What follows belongs to an exercise in optimizing a design on an open flow for small area, a short achievable clock period and few clock cycles per item; a production flow would make more cautious choices. Function was checked by simulation only, so behaviour that the tests miss may differ from the original.

==> flow/design.v <==
module gcd_multilane #(
    parameter int width_p = 32,
    parameter int els_p   = 4
) (
    input  logic                       clk_i,
    input  logic                       reset_i,
    input  logic [2*width_p-1:0]       data_i,
    input  logic                       v_i,
    output logic                       ready_o,
    output logic [width_p-1:0]         data_o,
    output logic                       v_o,
    input  logic                       yumi_i,
    output logic [$clog2(els_p+1)-1:0] count_o
);
    localparam int sh_w   = $clog2(width_p);
    localparam int max_sh = 7;
    function automatic logic [sh_w:0] ctz(input logic [width_p-1:0] x);
        logic [width_p-1:0]           v;
        logic [width_p-1:0][sh_w-1:0] c;
        for (int i = 0; i < width_p; i++) begin
            v[i] = x[i];
            c[i] = '0;
        end
        for (int l = 0; l < sh_w; l++) begin
            for (int i = 0; i < (width_p >> (l + 1)); i++) begin
                c[i] = v[2*i] ? c[2*i] : (c[2*i+1] | sh_w'(1 << l));
                v[i] = v[2*i] | v[2*i+1];
            end
        end
        ctz = {!v[0], c[0]};
    endfunction
    logic                busy_q;
    logic                fin_q;      
    logic [width_p-1:0]  a_q, b_q;
    logic [sh_w-1:0]     k_q;        
    logic                accept, retire, eq, found, k_zero, shift_a;
    assign eq      = (a_q == b_q);
    assign found   = eq && a_q[0];
    assign k_zero  = (k_q == '0);
    assign shift_a = !k_zero && fin_q;
    assign ready_o = !reset_i && !busy_q;
    assign v_o     = busy_q && k_zero && fin_q;
    assign data_o  = a_q;
    assign count_o = {{($clog2(els_p+1)-1){1'b0}}, busy_q};
    assign accept  = v_i && ready_o;
    assign retire  = yumi_i && v_o;
    logic [width_p-1:0]  g, p, gg, pp, g2, p2;
    logic [width_p-1:0]  diff, below, flip, a_step, b_step;
    logic [width_p+max_sh-1:0] ext;
    logic                neg, over;
    logic [sh_w-1:0]     k_new;
    logic                z_ab;
    assign {z_ab, k_new} = ctz(data_i[width_p-1:0] | data_i[2*width_p-1:width_p]);
    logic [max_sh:0]     x_lo;
    logic [2:0]          sh;
    always_comb begin
        g  = a_q & ~b_q;
        p  = ~(a_q ^ b_q);
        gg = g;
        pp = p;
        gg[0] = g[0] | p[0];      
        for (int l = 1; l < width_p; l = l * 2) begin
            g2 = gg;
            p2 = pp;
            for (int i = 0; i < width_p; i++) begin
                if ((i / l) % 2 == 1) begin
                    g2[i] = gg[i] | (pp[i] & gg[(i / l) * l - 1]);
                    p2[i] = pp[i] & pp[(i / l) * l - 1];
                end
            end
            gg = g2;
            pp = p2;
        end
        diff[0]  = ~p[0];
        below[0] = 1'b0;
        for (int i = 1; i < width_p; i++) begin
            diff[i]  = p[i] ^ gg[i-1];
            below[i] = ~pp[i-1];
        end
        neg  = ~gg[width_p-1];
        x_lo   = ~p[max_sh:0];
        sh     = 3'(ctz({{(width_p-max_sh-1){1'b0}}, x_lo}));
        over   = (x_lo == '0);
        for (int i = 0; i < width_p; i++) begin
            flip[i] = (i != 0) && (!over || (i + max_sh >= width_p) ||
                                   below[(i + max_sh) % width_p]);
        end
        ext    = {{max_sh{neg}}, diff} >> sh;
        b_step = ext[width_p-1:0] ^ ({width_p{neg}} & flip);
        if (!a_q[0])         a_step = b_q;
        else if (!b_q[0])    a_step = a_q;
        else if (neg)        a_step = a_q;
        else                 a_step = b_q;
    end
    always_ff @(posedge clk_i) begin
        if (reset_i) begin
            busy_q <= 1'b0;
        end else if (accept) begin
            busy_q <= 1'b1;
        end else if (retire) begin
            busy_q <= 1'b0;
        end
    end
    always_ff @(posedge clk_i) begin
        if (accept) begin
            a_q     <= data_i[width_p-1:0];
            b_q     <= data_i[2*width_p-1:width_p];
            fin_q   <= z_ab;
            k_q     <= z_ab ? '0 : k_new;
        end else begin
            if (shift_a) begin
                a_q <= a_q << 1;
            end else if (!fin_q) begin
                a_q <= a_step;
            end
            b_q     <= b_step;
            fin_q   <= fin_q || found;
            if (shift_a) begin
                k_q <= k_q - 1'b1;
            end
        end
    end
endmodule
==> flow/config.mk <==
export PLATFORM = sky130hd
export DESIGN_NAME = gcd_multilane
export DESIGN_NICKNAME = gcd_multilane
export VERILOG_FILES = /design/flow/design.v
export SDC_FILE = /design/flow/constraint.sdc
export NUM_CORES = 4
export LEC_CHECK = 0
export CAP_MARGIN = 20
export CORE_MARGIN = 2
export CORE_UTILIZATION = 62
export CTS_BUF_LIST = sky130_fd_sc_hd__clkbuf_4 sky130_fd_sc_hd__clkbuf_8
export SETUP_SLACK_MARGIN = 4.1
export SLEW_MARGIN = 20
==> flow/constraint.sdc <==
create_clock -name core_clock -period 8.0 [get_ports {clk_i}]
set_input_delay 1.6000 -clock core_clock [delete_from_list [all_inputs] [get_ports {clk_i}]]
set_output_delay 1.6000 -clock core_clock [all_outputs]
set_load 0.01 [all_outputs]
standard.sh (not shown) runs the stock make flow with config.mk's settings and CLKGATE_MAP_FILE= SYNTH_SCRIPT=/design/flow/synth_recipe.tcl, a recipe that flattens the netlist after the stock synthesis.
==> flow/flow/run.sh <==
#!/bin/bash
# The standard layout, with each port buffered by sky130_fd_sc_hd__buf_1
# instead of the delay-buffer cell buffer_ports picks by default.
set -euo pipefail
export BUFFER_PORTS_ARGS="-buffer_cell sky130_fd_sc_hd__buf_1"
bash standard.sh finish > flow_make.log 2>&1
The baseline completed with no timing, DRC or antenna violations.
Testbench counts at the start, summed over its fixed seeds: cycles 40,891, items 1,920.
Change:
--- a/flow/config.mk
+++ b/flow/config.mk
@@ -8,6 +8,6 @@
 export CAP_MARGIN = 20
 export CORE_MARGIN = 2
-export CORE_UTILIZATION = 62
+export CORE_UTILIZATION = 70
 export CTS_BUF_LIST = sky130_fd_sc_hd__clkbuf_4 sky130_fd_sc_hd__clkbuf_8
-export SETUP_SLACK_MARGIN = 4.1
+export SETUP_SLACK_MARGIN = 4.0
 export SLEW_MARGIN = 20
What happened: Cell count fell by 1.3%. Cell area fell by 1.8%. Hold slack is worse by 0.018 ns.
Change:
--- a/flow/config.mk
+++ b/flow/config.mk
@@ -8,5 +8,5 @@
 export CAP_MARGIN = 20
 export CORE_MARGIN = 2
-export CORE_UTILIZATION = 70
+export CORE_UTILIZATION = 62
 export CTS_BUF_LIST = sky130_fd_sc_hd__clkbuf_4 sky130_fd_sc_hd__clkbuf_8
 export SETUP_SLACK_MARGIN = 4.0
After rerunning: Clock-buffer cell count goes up by 3; clock skew is about the same; utilization goes down by 9.8 points; first-iteration DRC count goes down by 11%; via count goes down by about 2%; worst hold slack gains 0.037 ns; sequential share of layout area goes down by 0.18 points.
Change:
--- a/flow/config.mk
+++ b/flow/config.mk
@@ -8,5 +8,5 @@
 export CAP_MARGIN = 20
 export CORE_MARGIN = 2
-export CORE_UTILIZATION = 62
+export CORE_UTILIZATION = 50
 export CTS_BUF_LIST = sky130_fd_sc_hd__clkbuf_4 sky130_fd_sc_hd__clkbuf_8
 export SETUP_SLACK_MARGIN = 4.0
After rerunning: Critical path depth went down by 1. Via count decreases by 1.6%. Fmax came out lower by 1.3%. Wire length grows by 5.2%.

what the ideal ports hide:
How much do the figures lean on ideal ports? The routed layouts below were timed once more, with nothing changed but the port constraints. Step 1 sets driving cells, clkbuf_16 on the clock port and buf_2 on the other inputs (assumed; they add their load-dependent delay and slew). Step 2 moves the port delays by t, midway between the first and last clock arrival at a register: inputs arrive t later, outputs are due t later. That takes back most of the time a late clock gives input paths. Slacks: ideal / step 1 / step 2; pairs: ideal / step 1.
run | t (ns) | setup WS [ns] | hold slack, ns | clock arrival spread, ns | cell pins on the clock port's net
the first run | 0.407 | 4.164 / 4.164 / 3.967 | 0.550 / 0.550 / 0.550 | 0.011 / 0.011 | 1
the second run | 0.413 | 4.049 / 4.049 / 3.897 | 0.533 / 0.533 / 0.533 | 0.013 / 0.013 | 1
the third run | 0.413 | 4.084 / 4.084 / 3.783 | 0.569 / 0.569 / 0.569 | 0.012 / 0.011 | 1
the fourth run | 0.420 | 4.031 / 4.045 / 3.625 | 0.547 / 0.547 / 0.547 | 0.011 / 0.011 | 1
After both steps setup and hold are still met in every run listed. For the fourth run, which loses most, drivers alone change the setup slack by +0.014 ns; drivers and shift together by -0.406 ns.
